Context: an optimization exercise on an open-source flow, tuned for small area and a short achievable clock period. The choices shown serve that exercise and are no tape-out recipe.
Power figures rest on the tool's default switching activity, not on a simulated workload.

==> flow/design.v <==
package mspd_pkg;
  localparam int CHANNELS = 4;
  localparam int IN_CH    = 4;
  localparam int LANES    = (CHANNELS < IN_CH) ? CHANNELS : IN_CH;
  localparam int SAMPLE_W = 10;
  localparam int PEAK_W   = 10;
  localparam int CH_W     = 2;
  localparam int TIME_W   = 32;
  localparam int THR_W    = 10;
  localparam int WIN_W    = 16;
  localparam int CFG_W    = 16;
  localparam logic [SAMPLE_W:0] MID_RAIL = 11'd512;
  localparam logic [THR_W-1:0] THRESHOLD_RESET = 10'd80;
  localparam logic [WIN_W-1:0] WINDOW_RESET    = 16'd20;
  localparam logic REG_THRESHOLD = 1'b0;
  localparam logic REG_WINDOW    = 1'b1;
  localparam logic OP_SAMPLE = 1'b0;
  localparam logic OP_POLL   = 1'b1;
  typedef struct packed {
    logic              done;
    logic [PEAK_W-1:0] peak;
  } lane_fin_t;
  typedef struct packed {
    logic              valid;
    logic [CH_W-1:0]   channel;
    logic [PEAK_W-1:0] peak;
  } result_t;
endpackage
module mspd_lane (
  input  logic                            clk,
  input  logic                            rst_n,
  input  logic                            sample_en,
  input  logic [mspd_pkg::SAMPLE_W-1:0]   sample,
  input  logic [mspd_pkg::TIME_W-1:0]     now_ms,
  input  logic [10:0]                     thr2m1,     
  input  logic                            thr_zero,
  input  logic [15:0]                     lo_m_win,   
  input  logic                            lo_wrap,    
  output logic                            fin,        
  output logic [mspd_pkg::PEAK_W-1:0]     peak        
);
  logic                           active_r;
  logic [mspd_pkg::PEAK_W-1:0]    peak_r;
  logic [mspd_pkg::TIME_W-1:0]    start_r;
  logic [mspd_pkg::PEAK_W-1:0]    key;
  logic                           gt;
  logic                           trig;
  logic                           expired;
  assign key     = {sample[8:0] ^ {9{~sample[9]}}, ~sample[9]};
  mspd_cmp #(.W(10), .G(1)) u_gt   (.a(key),          .b(peak_r),        .ci(1'b0), .y(gt));
  logic ge_thr;
  mspd_cmp #(.W(11), .G(1)) u_trig (.a({1'b0, key}),  .b(thr2m1),        .ci(1'b1), .y(ge_thr));
  assign trig    = thr_zero || ge_thr;
  logic        c1, c2, lt, hz;
  logic [15:0] ah, ch;
  mspd_cmp #(.W(16), .G(8)) u_c1 (.a(now_ms[15:0]),  .b(start_r[15:0]), .ci(1'b1), .y(c1));
  mspd_cmp #(.W(16), .G(8)) u_c2 (.a(start_r[15:0]), .b(lo_m_win),      .ci(1'b0), .y(c2));
  assign lt  = lo_wrap ? (c1 || c2) : (c1 && c2);
  assign ah  = now_ms[31:16];
  assign ch  = ~start_r[31:16];
  assign hz  = ((ah[0] ^ ch[0]) == c1) &&
               (((ah[15:1] ^ ch[15:1]) ^ (ah[14:0] | ch[14:0])) == 15'd0);
  assign expired = !(hz && lt);
  assign fin     = active_r && expired;
  assign peak    = peak_r;
  always_ff @(posedge clk) begin
    if (!rst_n)
      active_r <= 1'b0;
    else if (sample_en)
      active_r <= active_r ? !expired : trig;
  end
  always_ff @(posedge clk) begin
    if (!active_r)
      start_r <= now_ms;
    if (!active_r || (sample_en && gt))
      peak_r <= key;
  end
endmodule
module mspd_cmp #(
  parameter int W = 16,
  parameter int G = 4
) (
  input  logic [W-1:0] a,
  input  logic [W-1:0] b,
  input  logic         ci,
  output logic         y
);
  localparam int NG = (W + G - 1) / G;
  localparam int L  = (NG < 2) ? 1 : (NG < 4) ? 2 : (NG < 8) ? 3 : (NG < 16) ? 4 : (NG < 32) ? 5 : 6;
  localparam int N  = 1 << L;
  logic [N-1:0] g [L+1];
  logic [N-1:0] p [L+1];
  for (genvar i = 0; i < N; i++) begin : g_leaf
    if (i == 0) begin : g_ci
      assign g[0][i] = ci;
      assign p[0][i] = 1'b0;
    end else if (i <= NG) begin : g_grp
      logic [G:0] gc;
      logic [G:0] pc;
      assign gc[0] = 1'b0;
      assign pc[0] = 1'b1;
      for (genvar j = 0; j < G; j++) begin : g_bit
        localparam int K = (i - 1) * G + j;
        if (K < W) begin : g_in
          assign gc[j+1] = (a[K] & ~b[K]) | ((a[K] | ~b[K]) & gc[j]);
          assign pc[j+1] = (a[K] | ~b[K]) & pc[j];
        end else begin : g_out
          assign gc[j+1] = gc[j];
          assign pc[j+1] = pc[j];
        end
      end
      assign g[0][i] = gc[G];
      assign p[0][i] = pc[G];
    end else begin : g_pad
      assign g[0][i] = 1'b0;
      assign p[0][i] = 1'b1;
    end
  end
  for (genvar k = 1; k <= L; k++) begin : g_lvl
    for (genvar i = 0; i < (N >> k); i++) begin : g_node
      assign g[k][i] = g[k-1][2*i+1] | (p[k-1][2*i+1] & g[k-1][2*i]);
      assign p[k][i] = p[k-1][2*i+1] & p[k-1][2*i];
    end
    if ((N >> k) < N) begin : g_fill
      assign g[k][N-1:(N >> k)] = '0;
      assign p[k][N-1:(N >> k)] = '0;
    end
  end
  assign y = g[L][0];
endmodule
module mspd_merge (
  input  logic                                       clk,
  input  logic                                       rst_n,
  input  logic                                       sample_acc,
  input  logic                                       poll_acc,
  input  logic [mspd_pkg::LANES-1:0]                 fin,
  input  logic [mspd_pkg::LANES*mspd_pkg::PEAK_W-1:0] peak,
  output logic                                       full,
  output logic [mspd_pkg::CH_W-1:0]                  slot_ch,
  output logic [mspd_pkg::PEAK_W-1:0]                slot_peak
);
  logic                         pend_r;
  logic [mspd_pkg::LANES-1:0]   fin_r;
  logic [mspd_pkg::CH_W-1:0]    win_ch;
  logic [mspd_pkg::PEAK_W-1:0]  win_key;
  assign full = pend_r || (|fin_r);
  always_comb begin
    win_ch  = '0;
    win_key = peak[0 +: mspd_pkg::PEAK_W];
    for (int i = mspd_pkg::LANES - 1; i > 0; i--) begin
      if (fin_r[i]) begin
        win_ch  = mspd_pkg::CH_W'(i);
        win_key = peak[i*mspd_pkg::PEAK_W +: mspd_pkg::PEAK_W];
      end
    end
    if (fin_r[0]) begin
      win_ch  = '0;
      win_key = peak[0 +: mspd_pkg::PEAK_W];
    end
  end
  always_ff @(posedge clk) begin
    if (!rst_n) begin
      pend_r <= 1'b0;
      fin_r  <= '0;
    end else begin
      pend_r <= full && !poll_acc;
      fin_r  <= (sample_acc && !full) ? fin : '0;
    end
  end
  always_ff @(posedge clk) begin
    if (|fin_r) begin
      slot_ch   <= win_ch;
      slot_peak <= {1'b0, win_key[9:1]} + {9'd0, win_key[0]};
    end
  end
endmodule
module multichannel_strike_peak_detector (
  input  logic                              clk,
  input  logic                              rst_n,
  input  logic                              cfg_we,
  input  logic                              cfg_index,
  input  logic [mspd_pkg::CFG_W-1:0]        cfg_wdata,
  input  logic                              in_valid,
  output logic                              in_ready,
  input  logic                              in_op,
  input  logic [mspd_pkg::SAMPLE_W-1:0]     in_sample_ch0,
  input  logic [mspd_pkg::SAMPLE_W-1:0]     in_sample_ch1,
  input  logic [mspd_pkg::SAMPLE_W-1:0]     in_sample_ch2,
  input  logic [mspd_pkg::SAMPLE_W-1:0]     in_sample_ch3,
  input  logic [mspd_pkg::TIME_W-1:0]       in_now_ms,
  output logic                              out_valid,
  input  logic                              out_ready,
  output logic                              out_event_valid,
  output logic [mspd_pkg::CH_W-1:0]         out_event_channel,
  output logic [mspd_pkg::PEAK_W-1:0]       out_event_peak
);
  logic [mspd_pkg::THR_W-1:0]  thr_r;
  logic [mspd_pkg::WIN_W-1:0]  win_r;
  logic [10:0]                 thr2m1;
  logic                        thr_zero;
  logic                        in_acc;
  logic                        sample_en;
  logic                        poll_en;
  logic                        full;
  logic [mspd_pkg::SAMPLE_W-1:0]               samples [mspd_pkg::IN_CH];
  logic [mspd_pkg::LANES-1:0]                  fin;
  logic [mspd_pkg::LANES*mspd_pkg::PEAK_W-1:0] peak;
  logic [mspd_pkg::CH_W-1:0]                   slot_ch;
  logic [mspd_pkg::PEAK_W-1:0]                 slot_peak;
  logic                        out_valid_r;
  logic                        ev_r;
  assign samples[0] = in_sample_ch0;
  assign samples[1] = in_sample_ch1;
  assign samples[2] = in_sample_ch2;
  assign samples[3] = in_sample_ch3;
  assign in_ready  = !out_valid_r || out_ready;
  assign in_acc    = in_valid && in_ready;
  assign sample_en = in_acc && (in_op == mspd_pkg::OP_SAMPLE);
  assign poll_en   = in_acc && (in_op == mspd_pkg::OP_POLL);
  always_ff @(posedge clk) begin
    if (!rst_n) begin
      thr_r <= mspd_pkg::THRESHOLD_RESET;
      win_r <= mspd_pkg::WINDOW_RESET;
    end else if (cfg_we) begin
      if (cfg_index == mspd_pkg::REG_WINDOW)
        win_r <= cfg_wdata[mspd_pkg::WIN_W-1:0];
      else
        thr_r <= cfg_wdata[mspd_pkg::THR_W-1:0];
    end
  end
  assign thr2m1   = {thr_r, 1'b0} - 11'd1;
  assign thr_zero = (thr_r == '0);
  logic [16:0] lo_m_win;
  assign lo_m_win = {1'b0, in_now_ms[15:0]} - {1'b0, win_r};
  for (genvar g = 0; g < mspd_pkg::LANES; g++) begin : g_lane
    mspd_lane u_lane (
      .clk       (clk),
      .rst_n     (rst_n),
      .sample_en (sample_en),
      .sample    (samples[g]),
      .now_ms    (in_now_ms),
      .thr2m1    (thr2m1),
      .thr_zero  (thr_zero),
      .lo_m_win  (lo_m_win[15:0]),
      .lo_wrap   (lo_m_win[16]),
      .fin       (fin[g]),
      .peak      (peak[g*mspd_pkg::PEAK_W +: mspd_pkg::PEAK_W])
    );
  end
  mspd_merge u_merge (
    .clk        (clk),
    .rst_n      (rst_n),
    .sample_acc (sample_en),
    .poll_acc   (poll_en),
    .fin        (fin),
    .peak       (peak),
    .full       (full),
    .slot_ch    (slot_ch),
    .slot_peak  (slot_peak)
  );
  always_ff @(posedge clk) begin
    if (!rst_n) begin
      out_valid_r <= 1'b0;
    end else if (in_acc) begin
      out_valid_r <= 1'b1;
    end else if (out_ready) begin
      out_valid_r <= 1'b0;
    end
    if (in_acc) begin
      ev_r <= (in_op == mspd_pkg::OP_POLL) && full;
    end
  end
  assign out_valid         = out_valid_r;
  assign out_event_valid   = ev_r;
  assign out_event_channel = ev_r ? slot_ch : '0;
  assign out_event_peak    = ev_r ? slot_peak : '0;
endmodule
==> flow/config.mk <==
export PLATFORM = sky130hd
export DESIGN_NAME = multichannel_strike_peak_detector
export DESIGN_NICKNAME = multichannel_strike_peak_detector
export VERILOG_FILES = /design/flow/design.v
export SDC_FILE = /design/flow/constraint.sdc
export NUM_CORES = 4
export LEC_CHECK = 0
export ABC_AREA = 1
export CAP_MARGIN = 20
export CORE_MARGIN = 2
export CORE_UTILIZATION = 40
export CTS_CLUSTER_DIAMETER = 100
export CTS_CLUSTER_SIZE = 24
export SETUP_SLACK_MARGIN = 3.5
export SLEW_MARGIN = 20
==> flow/constraint.sdc <==
create_clock -name core_clock -period 6.5 [get_ports {clk}]
set_input_delay 1.3000 -clock core_clock [delete_from_list [all_inputs] [get_ports {clk}]]
set_output_delay 1.3000 -clock core_clock [all_outputs]
set_load 0.01 [all_outputs]
standard.sh (not shown) runs the stock make flow with config.mk's settings and CLKGATE_MAP_FILE= SYNTH_SCRIPT=/design/flow/synth_recipe.tcl, a recipe that flattens the netlist after the stock synthesis.
==> flow/flow/run.sh <==
#!/bin/bash
# standard layout, with the port buffers made of buf_2 cells instead of the
# resizer's default pick (a delay buffer)
set -euo pipefail
export BUFFER_PORTS_ARGS="-buffer_cell sky130_fd_sc_hd__buf_2"
bash standard.sh > standard.log 2>&1
==> next run, changes <==
--- a/flow/design.v
+++ b/flow/design.v
@@ -47,14 +47,14 @@
   logic                           trig;
   logic                           expired;
   assign key     = {sample[8:0] ^ {9{~sample[9]}}, ~sample[9]};
-  mspd_cmp #(.W(10), .G(1)) u_gt   (.a(key),          .b(peak_r),        .ci(1'b0), .y(gt));
+  mspd_cmp #(.W(10)) u_gt   (.a(key),          .b(peak_r),        .ci(1'b0), .y(gt));
   logic ge_thr;
-  mspd_cmp #(.W(11), .G(1)) u_trig (.a({1'b0, key}),  .b(thr2m1),        .ci(1'b1), .y(ge_thr));
+  mspd_cmp #(.W(11)) u_trig (.a({1'b0, key}),  .b(thr2m1),        .ci(1'b1), .y(ge_thr));
   assign trig    = thr_zero || ge_thr;
   logic        c1, c2, lt, hz;
   logic [15:0] ah, ch;
-  mspd_cmp #(.W(16), .G(8)) u_c1 (.a(now_ms[15:0]),  .b(start_r[15:0]), .ci(1'b1), .y(c1));
-  mspd_cmp #(.W(16), .G(8)) u_c2 (.a(start_r[15:0]), .b(lo_m_win),      .ci(1'b0), .y(c2));
+  mspd_cmp #(.W(16)) u_c1 (.a(now_ms[15:0]),  .b(start_r[15:0]), .ci(1'b1), .y(c1));
+  mspd_cmp #(.W(16)) u_c2 (.a(start_r[15:0]), .b(lo_m_win),      .ci(1'b0), .y(c2));
   assign lt  = lo_wrap ? (c1 || c2) : (c1 && c2);
   assign ah  = now_ms[31:16];
   assign ch  = ~start_r[31:16];
@@ -77,40 +77,24 @@
   end
 endmodule
 module mspd_cmp #(
-  parameter int W = 16,
-  parameter int G = 4
+  parameter int W = 16
 ) (
   input  logic [W-1:0] a,
   input  logic [W-1:0] b,
   input  logic         ci,
   output logic         y
 );
-  localparam int NG = (W + G - 1) / G;
-  localparam int L  = (NG < 2) ? 1 : (NG < 4) ? 2 : (NG < 8) ? 3 : (NG < 16) ? 4 : (NG < 32) ? 5 : 6;
-  localparam int N  = 1 << L;
+  localparam int L = $clog2(W + 1);
+  localparam int N = 1 << L;
   logic [N-1:0] g [L+1];
   logic [N-1:0] p [L+1];
   for (genvar i = 0; i < N; i++) begin : g_leaf
     if (i == 0) begin : g_ci
       assign g[0][i] = ci;
       assign p[0][i] = 1'b0;
-    end else if (i <= NG) begin : g_grp
-      logic [G:0] gc;
-      logic [G:0] pc;
-      assign gc[0] = 1'b0;
-      assign pc[0] = 1'b1;
-      for (genvar j = 0; j < G; j++) begin : g_bit
-        localparam int K = (i - 1) * G + j;
-        if (K < W) begin : g_in
-          assign gc[j+1] = (a[K] & ~b[K]) | ((a[K] | ~b[K]) & gc[j]);
-          assign pc[j+1] = (a[K] | ~b[K]) & pc[j];
-        end else begin : g_out
-          assign gc[j+1] = gc[j];
-          assign pc[j+1] = pc[j];
-        end
-      end
-      assign g[0][i] = gc[G];
-      assign p[0][i] = pc[G];
+    end else if (i <= W) begin : g_bit
+      assign g[0][i] = a[i-1] & ~b[i-1];
+      assign p[0][i] = a[i-1] | ~b[i-1];
     end else begin : g_pad
       assign g[0][i] = 1'b0;
       assign p[0][i] = 1'b1;
The changed run ran to the end with no violations.
Total power climbs by 4.7%.
Sequential power is about the same.
Worst hold slack is better by 12 ps.
Core utilization came out higher by 0.79 points.
Synthesized area rises by 2.7%.
Worst setup slack gets better by 140 ps.
Flip-flop and latch count stays the same.
Final cell count increases by 5.3%.
Via count is higher by 5.7%.
Maximum frequency went up by 4.6%.
Wire length came out higher by 6.2%.
Cell area grows by 4.5%.
Critical path depth fell by 2.
Clock skew grows by 9.7 ps.
Function was not checked in any run of this note: the RTL went through the layout flow alone.

==> re-timing with driven ports <==
No port has a modelled driver above. Below, the same layouts with a new extraction and two added sets of constraints. Step 1 (the two cells are an assumption about what drives the block):
set clk [get_ports {clk}]
set_driving_cell -lib_cell sky130_fd_sc_hd__clkbuf_16 $clk
set_driving_cell -lib_cell sky130_fd_sc_hd__buf_2 [delete_from_list [all_inputs] $clk]
Step 2 moves the port delays by t, midway between the first and last clock arrival at a register: inputs arrive t later, outputs are due t later. That takes back most of the time a late clock gives input paths. a / b / c = ideal / step 1 / step 2; a / b = the first two.
run	t, ns	slack for setup (ns)	hold WS [ns]	worst setup path at the end	latest minus earliest clock arrival (ns)
the first run	0.546	3.353 / 3.356 / 2.810	0.482 / 0.482 / 0.482	input to register	0.022 / 0.022
the second run	0.544	3.491 / 3.485 / 2.941	0.494 / 0.494 / 0.494	input to register	0.030 / 0.030
After both steps every run listed still meets setup and hold. The setup slack of the second run, which loses most, moves by -0.006 ns with the drivers and by -0.550 ns with both steps.
